From an optimization exercise on the open Yosys and OpenROAD flow, aimed at small area and a short achievable clock period; shortcuts taken in it are not production practice. Only simulation tests tie the RTL to the original design; equivalence was not proved. Power and IR drop assume default switching activity.

==> flow/design.v, too long to show whole: its modules and the start of the top module <==
// module vxe_fma_top: 4125 lines
// module vxe_fa: 10 lines
// module vxe_ha: 9 lines
// module vxe_gpi: 11 lines
// module vxe_gpn: 11 lines
module vxe_fma_top (
  input  wire logic        clk,
  input  wire logic        nrst,
  input  wire logic        i_vld,
  input  wire logic [31:0] i_a,
  input  wire logic [31:0] i_x,
  input  wire logic [31:0] i_b,
  input  wire logic [3:0]  i_tag,
  output      logic        o_vld,
  output      logic [31:0] o_res,
  output      logic        o_ovf,
  output      logic [3:0]  o_tag,
  output      logic        o_busy
);
  // ...
==> flow/flow/run.sh <==
#!/bin/bash
# The standard layout, with timing repair asked to leave extra setup margin so
# that it sizes and buffers the pipeline stages for the period the design
# reaches rather than for the 10 ns clock. Clock and constraints are unchanged.
set -euo pipefail
bash standard.sh SETUP_SLACK_MARGIN=6.8 finish > flow_make.log 2>&1
==> flow/standard.sh <==
#!/bin/bash
# synth_recipe.tcl (not shown) runs the flow's synth.tcl, then flattens the netlist and writes it again
# the make line also repeats each setting of config.mk as NAME=value (left out here)
make -C /OpenROAD-flow-scripts/flow DESIGN_CONFIG=/design/flow/config.mk WORK_HOME=/design/flow/orfs CLKGATE_MAP_FILE= SYNTH_SCRIPT=/design/flow/synth_recipe.tcl "${@:-finish}"
==> flow/config.mk <==
export PLATFORM = sky130hd
export DESIGN_NAME = vxe_fma_top
export DESIGN_NICKNAME = vxe_fma_top
export VERILOG_FILES = /design/flow/design.v
export SDC_FILE = /design/flow/constraint.sdc
export NUM_CORES = 4
export LEC_CHECK = 0
export CAP_MARGIN = 50
export CORE_MARGIN = 2
export CORE_UTILIZATION = 40
export SLEW_MARGIN = 70
export SYNTH_HIERARCHICAL = 1
export SYNTH_MINIMUM_KEEP_SIZE = 0
==> flow/constraint.sdc <==
create_clock -name core_clock -period 10.0 [get_ports {clk}]
set_input_delay 2.0000 -clock core_clock [delete_from_list [all_inputs] [get_ports {clk}]]
set_output_delay 2.0000 -clock core_clock [all_outputs]
set_load 0.01 [all_outputs]
==> qor.yml, run 1 <==
die:
  io_pins: 142
  fp.dieH_um: 287
  tap_cells: 1050
power_and_ir_drop:
  vdd_drop_max_v: 0.000262
  seqPwrFrac_pct: 23.2
  comb_power_mw: 8.03
  power.total_mw: 13.0
  p_leak_nw: 14.4
finish:
  multi_input_gates: 1997
  areaGrowthSynthToFinish_pct: 17.9
  fin_util_pct: 47.8
  antenna_cells: 2
  final_common_cell: "xnor2_1"
  seq_area_share_pct: 24.4
  dominant-cell-class: "multi-input gates"
  nets: 3539
  nonClockInverterCount: 112
global_routing:
  grt_usage_pct: 24.7
  grt.met2_usage_pct: 38.2
  grt-busiest-layer: "met2"
  grt.met3_usage_pct: 7.58
  grt_use_met1_pct: 32.2
place:
  pre_cts_slack_ns: 6.69
logic_synthesis:
  yosys_warnings: 7
  syn-cell-area_mm2: 0.0321
sta:
  fmax_ghz: 0.311
  fin_skew_ns: 0.0164
  layout_min_cycle_time_ns: 3.21
  tns_ns: 0
  holdWs_ns: 0.323
  slew_violations: 0
critical_path:
  crit_required_ns: 10.47
  path_class: "flop to flop"
  start_kind: "flop"
min_path:
  hold_end: "sum4[14]"
clock_tree:
  clock_path_buffers: 3
  clock_latency_ns: 0.61
  numCtsBuffers: 52
status:
  status: "finished clean"
routing:
  dr.pass1.iters: 9
==> run 2: changes to the inputs <==
--- a/flow/design.v
+++ b/flow/design.v
@@ -2403,16 +2403,68 @@
   logic sum2130;
   logic sum2131;
   logic sum2132;
   logic sum2133;
   logic sum2134;
   logic sum2135;
   logic sum2136;
   logic sum2137;
+  logic c472138;
+  logic nz2139;
+  logic nz2140;
+  logic nz2141;
+  logic nz2142;
+  logic nz2143;
+  logic nz2144;
+  logic nz2145;
+  logic nz2146;
+  logic nz2147;
+  logic nz2148;
+  logic nz2149;
+  logic nz2150;
+  logic nz2151;
+  logic nz2152;
+  logic nz2153;
+  logic nz2154;
+  logic nz2155;
+  logic q0_2156;
+  logic q0_2157;
+  logic q0_2158;
+  logic q0_2159;
+  logic q0_2160;
+  logic q0_2161;
+  logic q0_2162;
+  logic q0_2163;
+  logic q0_2164;
+  logic q0_2165;
+  logic q0_2166;
+  logic q0_2167;
+  logic q0_2168;
+  logic q0_2169;
+  logic q0_2170;
+  logic q0_2171;
+  logic q1_2172;
+  logic q1_2173;
+  logic q1_2174;
+  logic q1_2175;
+  logic q1_2176;
+  logic q1_2177;
+  logic q1_2178;
+  logic q1_2179;
+  logic q1_2180;
+  logic q1_2181;
+  logic q1_2182;
+  logic q1_2183;
+  logic q1_2184;
+  logic q1_2185;
+  logic q1_2186;
+  logic q1_2187;
+  logic all02188;
+  logic all12189;
   assign pp1 = (one_q[0] & a_q[0]) ^ neg_q[0];
   assign pp2 = ((one_q[0] & a_q[1]) | (two_q[0] & a_q[0])) ^ neg_q[0];
   assign pp3 = ((one_q[0] & a_q[2]) | (two_q[0] & a_q[1])) ^ neg_q[0];
   assign pp4 = ((one_q[0] & a_q[3]) | (two_q[0] & a_q[2])) ^ neg_q[0];
   assign pp5 = ((one_q[0] & a_q[4]) | (two_q[0] & a_q[3])) ^ neg_q[0];
   assign pp6 = ((one_q[0] & a_q[5]) | (two_q[0] & a_q[4])) ^ neg_q[0];
   assign pp7 = ((one_q[0] & a_q[6]) | (two_q[0] & a_q[5])) ^ neg_q[0];
   assign pp8 = ((one_q[0] & a_q[7]) | (two_q[0] & a_q[6])) ^ neg_q[0];
@@ -3852,16 +3904,68 @@
   assign sum2130 = ~(p1916 ^ g2084);
   assign sum2131 = p1918 ^ g2088;
   assign sum2132 = ~(p1920 ^ g2090);
   assign sum2133 = ~(p1922 ^ g2092);
   assign sum2134 = p1924 ^ g2096;
   assign sum2135 = p1926 ^ g2100;
   assign sum2136 = ~(p1928 ^ g2102);
   assign sum2137 = ~(p1930 ^ g2104);
+  assign c472138 = g2044;
+  assign nz2139 = r3_47_0 ^ r3_47_1;
+  assign nz2140 = r3_48_0 ^ r3_48_1;
+  assign nz2141 = r3_49_0 ^ r3_49_1;
+  assign nz2142 = r3_50_0 ^ r3_50_1;
+  assign nz2143 = r3_51_0 ^ r3_51_1;
+  assign nz2144 = r3_52_0 ^ r3_52_1;
+  assign nz2145 = r3_53_0 ^ r3_53_1;
+  assign nz2146 = r3_54_0 ^ r3_54_1;
+  assign nz2147 = r3_55_0 ^ r3_55_1;
+  assign nz2148 = r3_56_0 ^ r3_56_1;
+  assign nz2149 = r3_57_0 ^ r3_57_1;
+  assign nz2150 = r3_58_0 ^ r3_58_1;
+  assign nz2151 = r3_59_0 ^ 1'b0;
+  assign nz2152 = r3_60_0 ^ r3_60_1;
+  assign nz2153 = r3_61_0 ^ 1'b0;
+  assign nz2154 = r3_62_0 ^ r3_62_1;
+  assign nz2155 = 1'b1 ^ 1'b0;
+  assign q0_2156 = (nz2140) ~^ ((r3_47_0 & r3_47_1) | ((r3_47_0 | r3_47_1) & (nz2139)));
+  assign q0_2157 = (nz2141) ~^ ((r3_48_0 & r3_48_1) | ((r3_48_0 | r3_48_1) & (nz2140)));
+  assign q0_2158 = (nz2142) ~^ ((r3_49_0 & r3_49_1) | ((r3_49_0 | r3_49_1) & (nz2141)));
+  assign q0_2159 = (nz2143) ~^ ((r3_50_0 & r3_50_1) | ((r3_50_0 | r3_50_1) & (nz2142)));
+  assign q0_2160 = (nz2144) ~^ ((r3_51_0 & r3_51_1) | ((r3_51_0 | r3_51_1) & (nz2143)));
+  assign q0_2161 = (nz2145) ~^ ((r3_52_0 & r3_52_1) | ((r3_52_0 | r3_52_1) & (nz2144)));
+  assign q0_2162 = (nz2146) ~^ ((r3_53_0 & r3_53_1) | ((r3_53_0 | r3_53_1) & (nz2145)));
+  assign q0_2163 = (nz2147) ~^ ((r3_54_0 & r3_54_1) | ((r3_54_0 | r3_54_1) & (nz2146)));
+  assign q0_2164 = (nz2148) ~^ ((r3_55_0 & r3_55_1) | ((r3_55_0 | r3_55_1) & (nz2147)));
+  assign q0_2165 = (nz2149) ~^ ((r3_56_0 & r3_56_1) | ((r3_56_0 | r3_56_1) & (nz2148)));
+  assign q0_2166 = (nz2150) ~^ ((r3_57_0 & r3_57_1) | ((r3_57_0 | r3_57_1) & (nz2149)));
+  assign q0_2167 = (nz2151) ~^ ((r3_58_0 & r3_58_1) | ((r3_58_0 | r3_58_1) & (nz2150)));
+  assign q0_2168 = (nz2152) ~^ ((r3_59_0 & 1'b0) | ((r3_59_0 | 1'b0) & (nz2151)));
+  assign q0_2169 = (nz2153) ~^ ((r3_60_0 & r3_60_1) | ((r3_60_0 | r3_60_1) & (nz2152)));
+  assign q0_2170 = (nz2154) ~^ ((r3_61_0 & 1'b0) | ((r3_61_0 | 1'b0) & (nz2153)));
+  assign q0_2171 = (nz2155) ~^ ((r3_62_0 & r3_62_1) | ((r3_62_0 | r3_62_1) & (nz2154)));
+  assign q1_2172 = (~nz2140) ~^ ((r3_47_0 & r3_47_1) | ((r3_47_0 | r3_47_1) & (~nz2139)));
+  assign q1_2173 = (~nz2141) ~^ ((r3_48_0 & r3_48_1) | ((r3_48_0 | r3_48_1) & (~nz2140)));
+  assign q1_2174 = (~nz2142) ~^ ((r3_49_0 & r3_49_1) | ((r3_49_0 | r3_49_1) & (~nz2141)));
+  assign q1_2175 = (~nz2143) ~^ ((r3_50_0 & r3_50_1) | ((r3_50_0 | r3_50_1) & (~nz2142)));
+  assign q1_2176 = (~nz2144) ~^ ((r3_51_0 & r3_51_1) | ((r3_51_0 | r3_51_1) & (~nz2143)));
+  assign q1_2177 = (~nz2145) ~^ ((r3_52_0 & r3_52_1) | ((r3_52_0 | r3_52_1) & (~nz2144)));
+  assign q1_2178 = (~nz2146) ~^ ((r3_53_0 & r3_53_1) | ((r3_53_0 | r3_53_1) & (~nz2145)));
+  assign q1_2179 = (~nz2147) ~^ ((r3_54_0 & r3_54_1) | ((r3_54_0 | r3_54_1) & (~nz2146)));
+  assign q1_2180 = (~nz2148) ~^ ((r3_55_0 & r3_55_1) | ((r3_55_0 | r3_55_1) & (~nz2147)));
+  assign q1_2181 = (~nz2149) ~^ ((r3_56_0 & r3_56_1) | ((r3_56_0 | r3_56_1) & (~nz2148)));
+  assign q1_2182 = (~nz2150) ~^ ((r3_57_0 & r3_57_1) | ((r3_57_0 | r3_57_1) & (~nz2149)));
+  assign q1_2183 = (~nz2151) ~^ ((r3_58_0 & r3_58_1) | ((r3_58_0 | r3_58_1) & (~nz2150)));
+  assign q1_2184 = (~nz2152) ~^ ((r3_59_0 & 1'b0) | ((r3_59_0 | 1'b0) & (~nz2151)));
+  assign q1_2185 = (~nz2153) ~^ ((r3_60_0 & r3_60_1) | ((r3_60_0 | r3_60_1) & (~nz2152)));
+  assign q1_2186 = (~nz2154) ~^ ((r3_61_0 & 1'b0) | ((r3_61_0 | 1'b0) & (~nz2153)));
+  assign q1_2187 = (~nz2155) ~^ ((r3_62_0 & r3_62_1) | ((r3_62_0 | r3_62_1) & (~nz2154)));
+  assign all02188 = q0_2156 & q0_2157 & q0_2158 & q0_2159 & q0_2160 & q0_2161 & q0_2162 & q0_2163 & q0_2164 & q0_2165 & q0_2166 & q0_2167 & q0_2168 & q0_2169 & q0_2170 & q0_2171;
+  assign all12189 = q1_2172 & q1_2173 & q1_2174 & q1_2175 & q1_2176 & q1_2177 & q1_2178 & q1_2179 & q1_2180 & q1_2181 & q1_2182 & q1_2183 & q1_2184 & q1_2185 & q1_2186 & q1_2187;
   always_ff @(posedge clk)
   begin
     tag2 <= tag1;
     tag3 <= tag2;
     r2_0_0 <= pp1;
     r2_0_1 <= neg_q[0];
     r2_1_0 <= pp2;
     r2_2_0 <= s546;
@@ -4106,17 +4210,17 @@
     r3_60_1 <= r2_60_1;
     r3_61_0 <= r2_61_0;
     r3_62_0 <= r2_62_0;
     r3_62_1 <= r2_62_1;
   end
   logic [47:0] sum;
   assign sum = {sum2137, sum2136, sum2135, sum2134, sum2133, sum2132, sum2131, sum2130, sum2129, sum2128, sum2127, sum2126, sum2125, sum2124, sum2123, sum2122, sum2121, sum2120, sum2119, sum2118, sum2117, sum2116, sum2115, sum2114, sum2113, sum2112, sum2111, sum2110, slo_q[19], slo_q[18], slo_q[17], slo_q[16], slo_q[15], slo_q[14], slo_q[13], slo_q[12], slo_q[11], slo_q[10], slo_q[9], slo_q[8], slo_q[7], slo_q[6], slo_q[5], slo_q[4], slo_q[3], slo_q[2], slo_q[1], slo_q[0]};
   logic ovf;
-  assign ovf = ~((&sum[47:31]) | ~(|sum[47:31]));
+  assign ovf = ~((c472138 ~^ nz2139) ? all02188 : all12189);
   logic [31:0] sum4;
   logic        ovf4, sgn4;
   always_ff @(posedge clk)
   begin
     sum4  <= sum[31:0];
     ovf4  <= ovf;
     sgn4  <= sum[47];
     tag4  <= tag3;
==> flow/flow/run.sh (replaced) <==
#!/bin/bash
set -euo pipefail
bash standard.sh \
  SETUP_SLACK_MARGIN=6.9 \
  MATCH_CELL_FOOTPRINT=0 \
  "BUFFER_PORTS_ARGS=-buffer_cell sky130_fd_sc_hd__buf_2" \
  finish > flow_make.log 2>&1
==> flow/config.mk (replaced) <==
export PLATFORM = sky130hd
export DESIGN_NAME = vxe_fma_top
export DESIGN_NICKNAME = vxe_fma_top
export VERILOG_FILES = /design/flow/design.v
export SDC_FILE = /design/flow/constraint.sdc
export NUM_CORES = 4
export LEC_CHECK = 0
export CAP_MARGIN = 20
export CORE_MARGIN = 2
export CORE_UTILIZATION = 40
export SLEW_MARGIN = 20
export SYNTH_HIERARCHICAL = 1
export SYNTH_MINIMUM_KEEP_SIZE = 0
==> qor.yml, run 2 <==
status:
  status: "finished clean"  # unchanged
global_routing:
  grt.met3_usage_pct: 6.06  # was 7.58%
  grt_use_met1_pct: 30.9  # was 32.2%
  grt_usage_pct: 24.2  # was 24.7%
  grt_overflow: 0  # unchanged
  antenna_found_initial: 1  # was 2
  grt-busiest-layer: "met2"  # unchanged
  grt_max_degree: 35  # unchanged
  grt_first_pass_wirelength_um: 152000  # was 155000 µm
  grt.met2_usage_pct: 38.5  # was 38.2%
  grt_pass1_vias: 25226  # was 25198
min_path:
  hold_path_class: "flop to flop"  # unchanged
finish:
  stdcell_area_mm2: 0.0375  # was 0.0379 mm²
  multi_input_area_mm2: 0.0216  # was 0.0214 mm²
  final_common_cell: "xnor2_1"  # unchanged
  seq_area_mm2: 0.00919  # was 0.00923 mm²
  areaGrowthSynthToFinish_pct: 16.2  # was 17.9%
  nets: 3589  # was 3539
  final_layout_size_suffix_gt1_share_pct: 17.9  # was 14.9%
  fin_cells: 4008  # was 3979
  nFillCells: 7319  # was 7052
  antenna_cells: 0  # was 2
  mostFrequentLayoutCells: "xnor2_1 (525), a22oi_1 (493), fa_1 (454), dfxtp_1 (393), buf_2 (141)"  # was xnor2_1 (509), a22oi_1 (494), fa_1 (454), dfxtp_1 (387), inv_1 (110)
power_and_ir_drop:
  cellInternalPower_mw: 7.31  # was 7.28 mW
  vdd_drop_max_v: 0.000189  # was 0.000262 V
  swShare_pct: 43.7  # was 43.8%
  p_leak_nw: 14.6  # was 14.4 nW
  power_frac_clock_pct: 15.6  # was 14.9%
  p_per_area_mw_per_mm2: 346  # was 342 mW/mm²
  seqPwrFrac_pct: 23.2  # about the same
  power_frac_comb_pct: 61.2  # was 61.9%
  p_switching_mw: 5.67  # was 5.68 mW
routing:
  detail-route-antenna-nets: 0  # unchanged
  routedWlPerCell_um: 27.3  # was 25.7 µm
  drt_iter0_drc: 2866  # was 2779
  wirelength_um: 110000  # was 102000 µm
  dr.pass1.iters: 7  # was 9
  drc: 0  # unchanged
  viasPerCell: 5.95  # was 5.79
  via_count: 23856  # was 23051
sta:
  hold_violations: 0  # unchanged
  layout_min_cycle_time_ns: 3.12  # was 3.21 ns
  slew_headroom_pct: 62.5
  fmax_ghz: 0.320  # was 0.311 GHz
  rsz0062_at_grt: "true"  # unchanged
  tns_ns: 0  # unchanged
  fin_skew_ns: 0.0318  # was 0.0164 ns
  slew_violations: 0  # unchanged
  tightest_slew_ns: 0.562
  period_share_pct: 31.2  # was 32.1%
  setup_viol: 0  # unchanged
clock_tree:
  path_clk_slew_ns: 0.06  # about the same
  numCtsBuffers: 53  # was 52
  h-tree-depth: 2  # unchanged
  cts-root-buf: "clkbuf_16"  # unchanged
  cts_sinks: 451  # unchanged
  cts_hold_buf: 0  # unchanged
  cts_tree: "yes"  # unchanged
  clock_latency_ns: 0.63  # was 0.61 ns
  clock_path_buffers: 3  # unchanged
logic_synthesis:
  syn_avg_cell_area_um2: 11.3  # about the same
  synthCells: 2856  # was 2832
  yosys_warnings: 7  # unchanged
  syn-cell-area_mm2: 0.0323  # was 0.0321 mm²
critical_path:
  critPathMostFrequentCell: "fa_1"  # unchanged
  crit_required_ns: 10.51  # was 10.47 ns
  crit_start: "one_q[1]"  # was two_q[14]
  slowest_stage: "fa_1"  # unchanged
  worstPathMaxFanout: 33  # was 14
  cp_data_arrival_time_ns: 3.63  # was 3.68 ns
  endpoint: "r2_31_3"  # was r2_33_3
  start_kind: "flop"  # unchanged
  r2r-end: "r2_31_3"  # was r2_33_3
  r2r_cells: 7  # was 8
  rrSetupSlack_ns: 6.88  # was 6.79 ns
  crit_chain: "buf_8 -> a22oi_1 -> xnor2_1 -> fa_1 -> fa_1 -> fa_1 -> fa_1"  # was buf_8 -> buf_8 -> a22oi_1 -> xnor2_1 -> fa_1 -> fa_1 -> fa_1 -> fa_1
  path_class: "flop to flop"  # unchanged
  end_kind: "flop"  # unchanged
  rr_startpoint: "one_q[1]"  # was two_q[14]
  cpPeakStageDelay_ns: 0.58  # was 0.52 ns
flow_run:
  maxCapViolCount: 0  # unchanged
place:
  dp_cells: 3852  # was 3855
  hpwl_um: 62200  # was 70800 µm
  numPortBuffers: 141  # unchanged
  post_dp_cell_area_mm2: 0.0337  # was 0.0356 mm²
  gp_congestion: 0.878  # was 0.922
die:
  die_area_mm2: 0.0830  # was 0.0825 mm²
  core_area_mm2: 0.0802  # was 0.0793 mm²
  io_pins: 142  # unchanged
  fp.dieH_um: 288  # was 287 µm
  start_util_pct: 40.3  # was 40.5%
  die_w_um: 288  # was 287 µm
  rows: 104  # was 103
==> run 2: worst min-delay path by stage <==
stage	to	slack, ns	startpoint	depth (start not counted)
floorplan	o_tag[0]	0.31	tag4[0]	0
global route	sum4[0]	0.33	slo_q[0]	0
global placement	tag3[0]	0.31	tag2[0]	0
detailed placement	sum4[6]	0.31	slo_q[6]	0
finish	r3_59_0	0.32	r2_59_0	0
CTS	sum4[0]	0.31	slo_q[0]	0
==> run 2: layout make-up <==
cell class                 count  area share [%]
multi-input combinational   2006            57.6
sequential                   451            24.5
timing repair buffer         267            8.14
clock buffer                  67            4.00
tap                         1060            3.54
inverter                     127            1.27
clock inverter                30           0.941
==> run 2: power by group through the flow <==
stage | sequential (mW) | combinational, mW | clock (mW)
3_5_place_dp | 3.09 | 7.66 | 0
4_1_cts | 3.05 | 7.78 | 2.08
6_report | 3.01 | 7.94 | 2.03
3_3_place_gp | 3.08 | 7.44 | 0
5_1_grt | 3.08 | 8.84 | 2.15
2_1_floorplan | 2.97 | 5.58 | 0
==> run 2: metrics by stage <==
step                setup WS [ns]  power [mW]  hold slack (ns)  utilization [%]
CTS                          6.85        12.9            0.309             44.9
global route                 6.84        14.1            0.327             46.8
detailed placement           6.53        10.8            0.312             42.0
finish                       6.88        13.0            0.325             46.8
global placement             6.53        10.5            0.310             42.0
floorplan                    7.02        8.54            0.310                -
==> run 2: worst max-delay path, delay by kind of cell (launching register included) <==
kind / cells / cell delay [ns]
buffers and inverters: 1 / 0.30
AOI/OAI and AO/OA: 1 / 0.17
DFF: 1 / 0.35
xor gates and xnor gates: 1 / 0.18
adders and majority gates: 4 / 1.97
==> run 2: repair_timing <==
item | 4_1_cts | 5_1_grt
endpoints found under the setup margin | 84 | 63
pin swaps | 0 | 12
gates cloned | 0 | 17
endpoints found under the hold margin | 0 | 0
resized for setup | 96 | 148
buffers inserted | 4 | 38
==> run 2: layer usage <==
metal  wire (µm)  vias to the layer above
met5           0                        -
met1       41000                    11909
li1            -                     9628
met4        6490                        0
met3       13300                      487
met2       48700                     1832

==> re-timing with driven ports <==
Ports are ideal in the flow. The routed layouts listed here were re-timed in OpenROAD.
Step 1, drivers: a clkbuf_16 drives clk and a buf_2 each remaining input, both assumed.
Step 2 adds t to the input delays and takes it off the output delays; t is the mean of the earliest and latest rising clock arrival at the registers after step 1. Input paths then give back, and output paths get back, about the clock's delay inside the block.
a / b / c = ideal ports / drivers / drivers and shift; a / b = the first two.
| run | t, ns | setup WS [ns] | worst hold slack (ns) | worst slew at a driven data input, ns |
|---|---|---|---|---|
| run 1 | 0.659 | 6.787 / 6.779 / 6.787 | 0.323 / 0.323 / 0.323 | 0.06 |
| run 2 | 0.684 | 6.876 / 6.836 / 6.876 | 0.325 / 0.325 / 0.325 | 0.06 |
After both steps setup and hold are still met in every run listed.
